From an optimization exercise on the open Yosys and OpenROAD flow, aimed at small area; shortcuts taken in it are not production practice. Function was checked by simulation only, so behaviour that the tests miss may differ from the original. Power is estimated from default activity; no workload was simulated. No driver is modelled on the clock port, so clocking that relies on it looks cheaper here than on a real chip.

==> flow/design.v <==
`default_nettype none
package cpuPkg;
	typedef logic [32-1:0] word_t;
	typedef logic [12-1:0] pcAddr_t;
	typedef logic [5-1:0] regAddr_t;
	typedef enum logic [8-1:0] {
		opNop = 8'h00,
		opAdd = 8'h01,
		opSub = 8'h02,
		opMul = 8'h03,
		opXor = 8'h04,
		opOr = 8'h05,
		opAnd = 8'h06,
		opSll = 8'h07,
		opSra = 8'h08,
		opSrl = 8'h09,
		opSle = 8'h0A,
		opAddi = 8'h10,
		opSlli = 8'h11,
		opLw = 8'h20,
		opSw = 8'h21
	} opcode_t;
	typedef enum logic [3:0] {
		aluAdd, aluSub, aluMul, aluXor, aluOr,
		aluAnd, aluSll, aluSra, aluSrl, aluSle
	} aluOp_t;
	typedef enum logic [1:0] {srcReg, srcImm, srcShamt} operandSrc_t;
endpackage
`default_nettype wire
`default_nettype none
module cpuCore (
	input wire logic clk,
	input wire logic reset,
	input wire logic icacheReady,
	input wire logic [31:0] icacheInstr,
	output logic [11:0] icacheAddress,
	output logic icacheRequest,
	input wire logic dcacheReady,
	input wire logic [31:0] dcacheReadData,
	output logic [11:0] dcacheAddress,
	output logic dcacheRead,
	output logic dcacheWrite,
	output logic [31:0] dcacheWriteData
);
	localparam logic [3:0] cNop = 4'd0, cAdd = 4'd1, cSub = 4'd2, cMul = 4'd3,
		cXor = 4'd4, cOr = 4'd5, cAnd = 4'd6, cSll = 4'd7, cSra = 4'd8,
		cSrl = 4'd9, cSle = 4'd10, cAddi = 4'd11, cSlli = 4'd12, cLw = 4'd13,
		cSw = 4'd14;
	logic [32*10-1:0] bank0;
	logic [32*11-1:0] bank1;
	logic [32*10-1:0] bank2;
	logic [4:0] h1;
	logic [3:0] hc;
	logic [9:0] pc;
	logic irValid;
	logic [3:0] cls;
	logic [4:0] rd, ra;
	logic [13:0] fld;  
	logic aOk, bOk;
	logic [31:0] a, b, r;
	logic pendValid;
	logic [4:0] pendRd;
	logic [3:0] fCls;
	always_comb begin
		case (icacheInstr[7:0])
			8'h01: fCls = cAdd;
			8'h02: fCls = cSub;
			8'h03: fCls = cMul;
			8'h04: fCls = cXor;
			8'h05: fCls = cOr;
			8'h06: fCls = cAnd;
			8'h07: fCls = cSll;
			8'h08: fCls = cSra;
			8'h09: fCls = cSrl;
			8'h0A: fCls = cSle;
			8'h10: fCls = cAddi;
			8'h11: fCls = cSlli;
			8'h20: fCls = cLw;
			8'h21: fCls = cSw;
			default: fCls = cNop;
		endcase
	end
	logic fNeedB;
	assign fNeedB = (fCls <= cSle && fCls != cNop) || fCls == cSw;
	logic we0, we1, we2, weAny;
	assign we0 = pendValid && pendRd == {hc, 1'b1};
	assign we1 = pendValid && pendRd == h1;
	assign we2 = pendValid && pendRd == {hc, 1'b0};
	assign weAny = we0 || we1 || we2;
	logic [31:0] tail0, tail1, tail2;
	assign tail0 = we0 ? r : bank0[31:0];
	assign tail1 = we1 ? r : bank1[31:0];
	assign tail2 = we2 ? r : bank2[31:0];
	always_ff @(posedge clk) begin
		bank0 <= {tail0, bank0[32*10-1:32]};
		bank1 <= {tail1, bank1[32*11-1:32]};
		bank2 <= {tail2, bank2[32*10-1:32]};
	end
	always_ff @(posedge clk) begin
		if (reset) begin
			h1 <= 5'd1;
			hc <= 4'd1;
		end else begin
			h1 <= (h1 == 5'd31) ? 5'd1 : (h1 == 5'd1) ? 5'd22 : h1 + 5'd1;
			hc <= (hc == 4'd10) ? 4'd1 : hc + 4'd1;
		end
	end
	logic [4:0] rbSel;
	assign rbSel = (cls == cSw) ? rd : fld[13:9];
	logic aHit, bHit;
	logic [31:0] tA, tB;
	logic aC, bC, a1, b1;
	assign aC = ra[4:1] == hc;
	assign bC = rbSel[4:1] == hc;
	assign a1 = ra == h1;
	assign b1 = rbSel == h1;
	assign aHit = ra == 5'd0 || aC || a1;
	assign bHit = rbSel == 5'd0 || bC || b1;
	assign tA = ({32{aC && ra[0]}} & tail0) | ({32{a1}} & tail1) | ({32{aC && !ra[0]}} & tail2);
	assign tB = ({32{bC && rbSel[0]}} & tail0) | ({32{b1}} & tail1) | ({32{bC && !rbSel[0]}} & tail2);
	logic capA, capB;
	assign capA = irValid && !aOk && aHit;
	assign capB = irValid && !bOk && bHit;
	logic ready, rFree;
	assign ready = irValid && aOk && bOk;
	assign rFree = !pendValid || weAny;
	logic isMul, isSll, isShr, isAlu;
	assign isMul = cls == cMul;
	assign isSll = cls == cSll || cls == cSlli;
	assign isShr = cls == cSra || cls == cSrl;
	assign isAlu = cls == cAdd || cls == cSub || cls == cXor || cls == cOr ||
		cls == cAnd || cls == cSle || cls == cAddi;
	logic started;  
	logic mulStep, mulDone, shStep, loadR, done, writesRd;
	assign mulStep = ready && (isMul || isSll) && (started || rFree);
	assign mulDone = mulStep && (started ? cnt[4:1] == 4'd1 : cnt[4:1] == 4'd0);
	assign shStep = ready && isShr && cnt != 5'd0;
	assign dcacheRead = ready && cls == cLw && rFree;
	assign dcacheWrite = ready && cls == cSw;
	assign loadR = (ready && isAlu && rFree) ||
		(ready && isShr && cnt == 5'd0 && rFree) ||
		(dcacheRead && dcacheReady);
	assign done = (irValid && cls == cNop) || loadR || mulDone || dcacheWrite;
	assign writesRd = cls != cSw && cls != cNop;
	logic [31:0] immExt;
	assign immExt = {{18{fld[13]}}, fld};
	logic mulR, m30, m31, eB, eNB, eI, cin, sS, sC, sSum, sSle;
	assign mulR = started;
	assign m30 = isMul ? b[30] : isSll ? !started && !cnt[0] : 1'b1;
	assign m31 = isMul ? b[31] : isSll && !started && cnt[0];
	assign eB = cls == cAdd || cls == cXor || cls == cOr || cls == cAnd;
	assign eNB = cls == cSub || cls == cSle;
	assign eI = cls == cAddi || cls == cLw || cls == cSw;
	assign cin = cls == cSub;
	assign sS = cls == cXor || cls == cOr;
	assign sC = cls == cAnd || cls == cOr;
	assign sSle = cls == cSle;
	assign sSum = !(sS || sC || sSle);
	logic [31:0] x0, x1, x2, cs, cc, cc1, sum;
	logic [32:0] k;
	assign x0 = ({32{mulR}} & {r[29:0], 2'b00}) | ({32{eNB}} & ~b);
	assign x1 = {32{m30}} & a;
	assign x2 = ({32{m31}} & {a[30:0], 1'b0}) | ({32{eB}} & b) | ({32{eI}} & immExt);
	assign cs = x0 ^ x1 ^ x2;
	assign cc = (x0 & x1) | (x0 & x2) | (x1 & x2);
	assign cc1 = {cc[30:0], cin};
	assign k[0] = 1'b0;
	genvar gi;
	generate
		for (gi = 0; gi < 32; gi++) begin : ripple
			assign sum[gi] = cs[gi] ^ cc1[gi] ^ k[gi];
			assign k[gi+1] = (cs[gi] & cc1[gi]) | (cs[gi] & k[gi]) | (cc1[gi] & k[gi]);
		end
	endgenerate
	logic gt;
	assign gt = k[32] ^ cc[31];
	logic [31:0] res;
	assign res = ({32{sSum}} & sum) | ({32{sS}} & cs) | ({32{sC}} & cc) | {31'd0, sSle & !gt};
	assign dcacheAddress = sum[11:0];
	assign dcacheWriteData = b;
	logic fetch;
	assign fetch = (!irValid || done) && icacheReady;
	assign icacheAddress = {pc, 2'b00};
	assign icacheRequest = !reset;
	always_ff @(posedge clk) begin
		if (reset) begin
			pc <= 10'd0;
			irValid <= 1'b0;
		end else begin
			if (fetch)
				pc <= pc + 10'd1;
			if (fetch)
				irValid <= 1'b1;
			else if (done)
				irValid <= 1'b0;
		end
	end
	logic [4:0] cnt;
	assign cnt = fld[13:9];
	always_ff @(posedge clk) begin
		if (fetch) begin
			cls <= fCls;
			rd <= icacheInstr[31:27];
			ra <= icacheInstr[26:22];
			fld[8:0] <= icacheInstr[16:8];
		end
	end
	always_ff @(posedge clk) begin
		if (fetch) begin
			aOk <= 1'b0;
			bOk <= !fNeedB;
		end else begin
			if (capA)
				aOk <= 1'b1;
			if (capB)
				bOk <= 1'b1;
		end
	end
	always_ff @(posedge clk) begin
		if (fetch)
			fld[13:9] <= (fCls == cSlli) ? icacheInstr[16:12] : icacheInstr[21:17];
		else if (capB && cls == cMul)
			fld[13:9] <= 5'd31;
		else if (capB && (cls == cSll || cls == cSra || cls == cSrl))
			fld[13:9] <= tB[4:0];
		else if ((mulStep && started) || shStep)
			fld[13:9] <= (cnt[4:1] == 4'd0) ? 5'd0 : cnt - 5'd2;
	end
	always_ff @(posedge clk) begin
		if (fetch)
			started <= 1'b0;
		else if (mulStep)
			started <= 1'b1;
	end
	logic fill, sR1, sR2;
	assign fill = cls == cSra && a[31];
	assign sR2 = shStep && cnt != 5'd1;
	assign sR1 = shStep && cnt == 5'd1;
	logic [31:0] aNext;
	assign aNext = ({32{capA}} & tA) |
		({32{sR2}} & {{2{fill}}, a[31:2]}) | ({32{sR1}} & {fill, a[31:1]});
	always_ff @(posedge clk) begin
		a <= aNext | ({32{!(capA || shStep)}} & a);
	end
	always_ff @(posedge clk) begin
		if (capB || mulStep)
			b <= ({32{capB}} & tB) | ({32{!capB}} & {b[29:0], 2'b00});
	end
	always_ff @(posedge clk) begin
		if (dcacheRead && dcacheReady)
			r <= dcacheReadData;
		else if (loadR || mulStep)
			r <= res;
	end
	always_ff @(posedge clk) begin
		if (reset)
			pendValid <= 1'b0;
		else if (done && writesRd && rd != 5'd0)
			pendValid <= 1'b1;
		else if (weAny)
			pendValid <= 1'b0;
	end
	always_ff @(posedge clk) begin
		if (done && writesRd)
			pendRd <= rd;
	end
endmodule
`default_nettype wire
clock: 20.0 ns
lec_check: 0
cap_margin: 20
core_margin: 2
core_utilization: 55
slew_margin: 20
synth_memory_max_bits: 65536
standard.sh (not shown) runs the stock make flow with config.mk's settings and CLKGATE_MAP_FILE= SYNTH_SCRIPT=/design/flow/synth_recipe.tcl, a recipe that flattens the netlist after the stock synthesis.
==> flow/flow/run.sh <==
#!/bin/bash
# The standard layout (standard.sh), with three changes:
#  - synthesis: the standard flow's own synthesis script, except that the ABC step maps for
#    area with flow/abc_area.script instead of ORFS's speed script (registers,
#    their names and the rest of the synthesis are unchanged);
#  - clock tree: no dummy loads, and clusters of up to 30 flip-flops per leaf buffer;
#  - ports buffered with buf_1 instead of the larger cell buffer_ports picks by itself.
# make's full output goes to standard.log; ORFS's per-step logs stay under orfs/logs.
set -euo pipefail
W=$PWD
# ORFS's synth.tcl, with the ABC script swapped just before ABC runs
sed 's#^\(\s*\)log_cmd abc {\*}\$abc_args#\1lset abc_args 1 '"$W"'/flow/abc_area.script\n\1log_cmd abc {*}$abc_args#' \
	"$FLOW_HOME/scripts/synth.tcl" > "$W/synth_area.tcl"
grep -q "abc_area.script" "$W/synth_area.tcl"
# The standard flow's synthesis script, sourcing that copy
sed 's#source \$::env(SCRIPTS_DIR)/synth.tcl#source '"$W"'/synth_area.tcl#' "$W/synth_recipe.tcl" > "$W/synth_recipe_area.tcl"
grep -q "synth_area.tcl" "$W/synth_recipe_area.tcl"
# standard.sh, with that synthesis script
sed 's#SYNTH_SCRIPT=[^ ]*#SYNTH_SCRIPT='"$W"'/synth_recipe_area.tcl#' "$W/standard.sh" > "$W/standard_area.sh"
grep -q "synth_recipe_area.tcl" "$W/standard_area.sh"
export CTS_ARGS="-sink_clustering_enable -repair_clock_nets -dont_use_dummy_load -sink_clustering_size 30 -sink_clustering_max_diameter 100"
export BUFFER_PORTS_ARGS="-buffer_cell sky130_fd_sc_hd__buf_1"
bash "$W/standard_area.sh" > standard.log 2>&1
==> flow/flow/abc_area.script <==
strash
dc2
dch -f
amap
strash
dc2
dch -f
amap
strash
dc2
dch -f
amap
strash
dc2
dch -f
amap
strash
dch -f
amap
topo
stime -c
dnsize -c
Edit:
--- a/flow/design.v
+++ b/flow/design.v
@@ -55,10 +55,12 @@
 	logic irValid;
 	logic [3:0] cls;
 	logic [4:0] rd, ra;
 	logic [13:0] fld;  
 	logic aOk, bOk;
+	logic [4:0] cnt;
+	assign cnt = fld[13:9];
 	logic [31:0] a, b, r;
 	logic pendValid;
 	logic [4:0] pendRd;
 	logic [3:0] fCls;
 	always_comb begin
@@ -193,12 +195,10 @@
 				irValid <= 1'b1;
 			else if (done)
 				irValid <= 1'b0;
 		end
 	end
-	logic [4:0] cnt;
-	assign cnt = fld[13:9];
 	always_ff @(posedge clk) begin
 		if (fetch) begin
 			cls <= fCls;
 			rd <= icacheInstr[31:27];
 			ra <= icacheInstr[26:22];
After rerunning: The changed run completed with no timing, DRC or antenna violations. Core utilization does not change. Synthesized cell count stays the same. Via count stays the same. Combinational power hardly moves. First-iteration DRC count does not change. Flip-flop and latch count stays the same. Count of clock-buffer cells in the layout does not change. Final cell count does not change. Global-route usage is unchanged. Die area does not change. Cell area does not change. Non-clock buffer count is unchanged. Total power stays the same.

==> separate check: timing with driven ports <==
How much do the figures lean on ideal ports? The routed layouts below were timed once more, with nothing changed but the port constraints. Step 1 (the two cells are an assumption about what drives the block):
set clk [get_ports {clk}]
set_driving_cell -lib_cell sky130_fd_sc_hd__clkbuf_16 $clk
set_driving_cell -lib_cell sky130_fd_sc_hd__buf_2 [delete_from_list [all_inputs] $clk]
Step 2 moves the port delays by t, midway between the first and last clock arrival at a register: inputs arrive t later, outputs are due t later. That takes back most of the time a late clock gives input paths. Three values: no drivers, after step 1, after step 2; two values: the first two.
| run | shift t [ns] | setup slack, ns | latest minus earliest clock arrival (ns) |
|---|---|---|---|
| the first run | 0.653 | 2.304 / 2.304 / 2.304 | 0.070 / 0.070 |
| the second run | 0.653 | 2.304 / 2.304 / 2.304 | 0.070 / 0.070 |
After both steps every run listed still meets setup and hold.
